What follows belongs to an exercise in optimizing a design on an open flow for small area; a production flow would make more cautious choices. Only simulation tests tie the RTL to the original design; equivalence was not proved. No activity file was given, so power comes from the tool's default toggle rates. The flow treats the clock pin as an ideal source, which a real chip does not have.

==> module neuron_bank, before the edit <==
module neuron_bank (
    input  logic        cpu_clk,
    input  logic        rst_n,
    input  logic        tick,
    input  logic        tick_d,
    input  logic        acc,
    input  logic        done,
    input  logic        op_w,
    input  logic        nxt_acc,      
    input  logic [2:0]  nxt_tgt,      
    input  logic        hit,          
    input  logic        bsel,         
    input  logic [1:0]  nrn,
    input  logic [2:0]  code,
    input  logic [15:0] wd,
    output logic [15:0] rd,
    output logic [1:0]  interrupt
);
    localparam int N = 8;
    logic [15:0] p [N];
    logic [15:0] th [N];
    logic [15:0] l [N];
    logic [15:0] s [N];
    logic [15:0] c [N];
    logic [N-1:0] pend;
    logic [N-1:0] fnext;
    logic [N-1:0] rst_f;
    logic [N-1:0] job;
    logic         upd_wr;    
    logic [3:0]  status [2];
    logic        tgt_acc, wr_nrn, tgt_done, eager, do_commit, pend_sel, rs_sel, job_sel, fwd;
    logic        wr_th, wr_l, wr_s;
    logic [15:0] th_d, l_d, s_d;
    logic [2:0]  tgt, rr_sel, sel_next;
    assign tgt      = {bsel, nrn};
    assign tgt_acc  = acc & hit & (code <= 3'd4);
    assign wr_nrn   = op_w & (code == 3'd1 || code == 3'd2 || code == 3'd3);
    assign tgt_done = done & hit & wr_nrn & upd_wr;
    assign eager    = tgt_acc & tick & wr_nrn;
    assign job = pend | rst_f;
    logic [N-1:0] soh, pend_nx, rst_f_nx, job_nx;
    logic         upd_nx;
    always_comb begin
        rr_sel = 3'd7;
        for (int i = N - 1; i >= 0; i--) begin
            if (job_nx[i]) rr_sel = 3'(i);
        end
    end
    assign job_nx   = pend_nx | rst_f_nx;
    assign upd_nx   = tgt_acc & wr_nrn & do_commit;
    assign sel_next = nxt_acc ? nxt_tgt : (upd_nx ? tgt : rr_sel);
    logic [2:0] sel_q;
    always_ff @(posedge cpu_clk or negedge rst_n) begin
        if (!rst_n) sel_q <= '0;
        else        sel_q <= sel_next;
    end
    assign soh = N'(1) << sel_q;
    assign pend_sel  = |(pend & soh);
    assign rs_sel    = |(rst_f & soh);
    assign job_sel   = pend_sel | rs_sel;
    assign do_commit = ~tgt_done & (job_sel | eager);
    assign fwd       = tgt_acc & wr_nrn & ~job_sel & ~tick;
    assign wr_th = acc & op_w & hit & (code == 3'd1);
    assign wr_l  = acc & op_w & hit & (code == 3'd2);
    assign wr_s  = acc & op_w & hit & (code == 3'd3);
    assign th_d  = wr_th ? wd : 16'h0100;
    assign l_d   = wr_l  ? wd : 16'd0;
    assign s_d   = wr_s  ? wd : 16'd0;
    logic [N-1:0] sohv;
    logic [15:0]  pm, lm, sm_in, thm, cm;
    logic         fwd_th, fwd_l, fwd_s;
    assign fwd_th = fwd & (code == 3'd1);
    assign fwd_l  = fwd & (code == 3'd2);
    assign fwd_s  = fwd & (code == 3'd3);
    for (genvar i = 0; i < N; i++) begin : g_soh
        assign sohv[i] = soh[i] & ~rst_f[i];    
    end
    always_comb begin
        pm    = '0;
        cm    = '0;
        lm    = wd & {16{fwd_l}};
        sm_in = wd & {16{fwd_s}};
        thm   = (wd & {16{fwd_th}}) | {7'd0, rs_sel, 8'd0};
        for (int i = 0; i < N; i++) begin
            pm    = pm    | (p[i]  & {16{sohv[i]}});
            cm    = cm    | (c[i]  & {16{sohv[i]}});
            lm    = lm    | (l[i]  & {16{sohv[i] & ~fwd_l}});
            sm_in = sm_in | (s[i]  & {16{sohv[i] & ~fwd_s}});
            thm   = thm   | (th[i] & {16{sohv[i] & ~fwd_th}});
        end
    end
    logic [16:0] diff, sum;
    logic [15:0] leaked, integ, p_new, c_new, c_inc;
    logic        fire, th0;
    assign diff   = {1'b0, pm} - {1'b0, lm};
    assign leaked = diff[16] ? 16'd0 : diff[15:0];     
    assign sum    = {1'b0, leaked} + {1'b0, sm_in};
    assign integ  = sum[16] ? 16'hFFFF : sum[15:0];   
    assign fire   = (integ >= thm);
    assign th0    = (thm == 16'd0);
    assign p_new  = fire ? 16'd0 : integ;
    assign c_inc  = cm + 16'd1;
    assign c_new  = fire ? c_inc : cm;
    for (genvar i = 0; i < N; i++) begin : g_neuron
        logic commit, me, sweep;
        assign commit = do_commit & soh[i];
        assign me     = (tgt == 3'(i));
        assign sweep  = commit & rst_f[i];
        assign rst_f_nx[i] = rst_f[i] & ~commit;
        assign pend_nx[i]  = tick ? ~(commit & ~pend[i]) : (pend[i] & ~commit);
        neuron_unit u_neuron (
            .cpu_clk     (cpu_clk),
            .we_th       ((wr_th & me) | sweep),
            .we_l        ((wr_l & me) | sweep),
            .we_s        ((wr_s & me) | commit),
            .th_d        (th_d),
            .l_d         (l_d),
            .s_d         (s_d),
            .commit      (commit),
            .p_new       (p_new),
            .c_new       (c_new),
            .potential   (p[i]),
            .threshold   (th[i]),
            .leak        (l[i]),
            .stimulus    (s[i]),
            .spike_count (c[i])
        );
        always_ff @(posedge cpu_clk or negedge rst_n) begin
            if (!rst_n) begin
                pend[i]  <= 1'b0;
                fnext[i] <= 1'b0;
                rst_f[i] <= 1'b1;
            end else begin
                rst_f[i] <= rst_f_nx[i];
                pend[i]  <= pend_nx[i];
                if (commit)                   fnext[i] <= fire & (eager | th0);
                else if (soh[i] & (tgt_done | fwd)) fnext[i] <= fire;
            end
        end
    end
    always_ff @(posedge cpu_clk) begin
        upd_wr <= upd_nx;
    end
    always_comb begin
        case (code)
            3'd0:    rd = pend_sel ? p_new : pm;    
            3'd1:    rd = thm;
            3'd2:    rd = lm;
            3'd3:    rd = pend_sel ? 16'd0 : sm_in;
            3'd4:    rd = pend_sel ? c_new : cm;
            3'd5:    rd = {12'd0, status[bsel]};
            default: rd = '0;
        endcase
    end
    for (genvar b = 0; b < 2; b++) begin : g_status
        logic [3:0] clr;
        assign clr = (acc && op_w && hit && bsel == 1'(b) && code == 3'd5) ? wd[3:0] : 4'd0;
        always_ff @(posedge cpu_clk or negedge rst_n) begin
            if (!rst_n) status[b] <= '0;
            else        status[b] <= (status[b] & ~clr) | (tick_d ? fnext[b*4 +: 4] : 4'd0);
        end
        assign interrupt[b] = |status[b];
    end
endmodule
export LEC_CHECK = 0
export CAP_MARGIN = 20
export CORE_MARGIN = 2
export CORE_UTILIZATION = 65
export SLEW_MARGIN = 20
create_clock -name core_clock -period 12.0 [get_ports {cpu_clk}]
standard.sh (not shown) runs the stock make flow with config.mk's settings and CLKGATE_MAP_FILE= SYNTH_SCRIPT=/design/flow/synth_recipe.tcl, a recipe that flattens the netlist after the stock synthesis.
==> flow/flow/run.sh <==
#!/bin/bash
set -euo pipefail
export CTS_ARGS="-sink_clustering_enable -repair_clock_nets -sink_clustering_size 30 -sink_clustering_max_diameter 100 -dont_use_dummy_load"
export BUFFER_PORTS_ARGS="-buffer_cell sky130_fd_sc_hd__buf_1"
bash standard.sh > standard.log 2>&1
==> next run, changes <==
--- a/flow/design.v
+++ b/flow/design.v
@@ -230,13 +230,18 @@
     assign leaked = diff[16] ? 16'd0 : diff[15:0];     
     assign sum    = {1'b0, leaked} + {1'b0, sm_in};
     assign integ  = sum[16] ? 16'hFFFF : sum[15:0];   
     assign fire   = (integ >= thm);
     assign th0    = (thm == 16'd0);
     assign p_new  = fire ? 16'd0 : integ;
-    assign c_inc  = cm + 16'd1;
+    logic [16:0] ic;
+    assign ic[0] = 1'b1;
+    for (genvar i = 0; i < 16; i++) begin : g_inc
+        assign c_inc[i] = cm[i] ^ ic[i];
+        assign ic[i+1]  = cm[i] & ic[i];
+    end
     assign c_new  = fire ? c_inc : cm;
     for (genvar i = 0; i < N; i++) begin : g_neuron
         logic commit, me, sweep;
         assign commit = do_commit & soh[i];
         assign me     = (tgt == 3'(i));
         assign sweep  = commit & rst_f[i];
=> Clock skew grows by 47 ps; clock-buffer cell count is unchanged; cell area decreases by 1.2%; clock power hardly moves; sequential share of layout area came out higher by 0.78 points; power grows by 11%; flip-flop and latch count is unchanged; wire length fell by 2.3%; synthesized cell count fell by 3.3%; final cell count went down by 2.5%; utilization is higher by 0.33 points; hold slack degrades by 8.2 ps; setup slack improved by 220 ps.

## separate check: timing with driven ports
The flow's constraints put no driver on any port. The routed layouts listed below were extracted and timed again, unchanged, in two steps. Step 1 (the two cells are an assumption about what drives the block):
set clk [get_ports {cpu_clk}]
set_driving_cell -lib_cell sky130_fd_sc_hd__clkbuf_16 $clk
set_driving_cell -lib_cell sky130_fd_sc_hd__buf_2 [delete_from_list [all_inputs] $clk]
Step 2 times the ports against the registers' clock, not the clock port: input delays grow and output delays shrink by t, the midpoint of the rising clock arrivals with the driver on. a / b / c = ideal ports / drivers / drivers and shift; a / b = the first two.
run	t, ns	setup slack, ns	worst setup path after step 2
the first run	0.737	0.320 / 0.320 / 0.320	register to register
the second run	0.725	0.537 / 0.537 / 0.537	register to register
After both steps setup and hold are still met in every run listed.
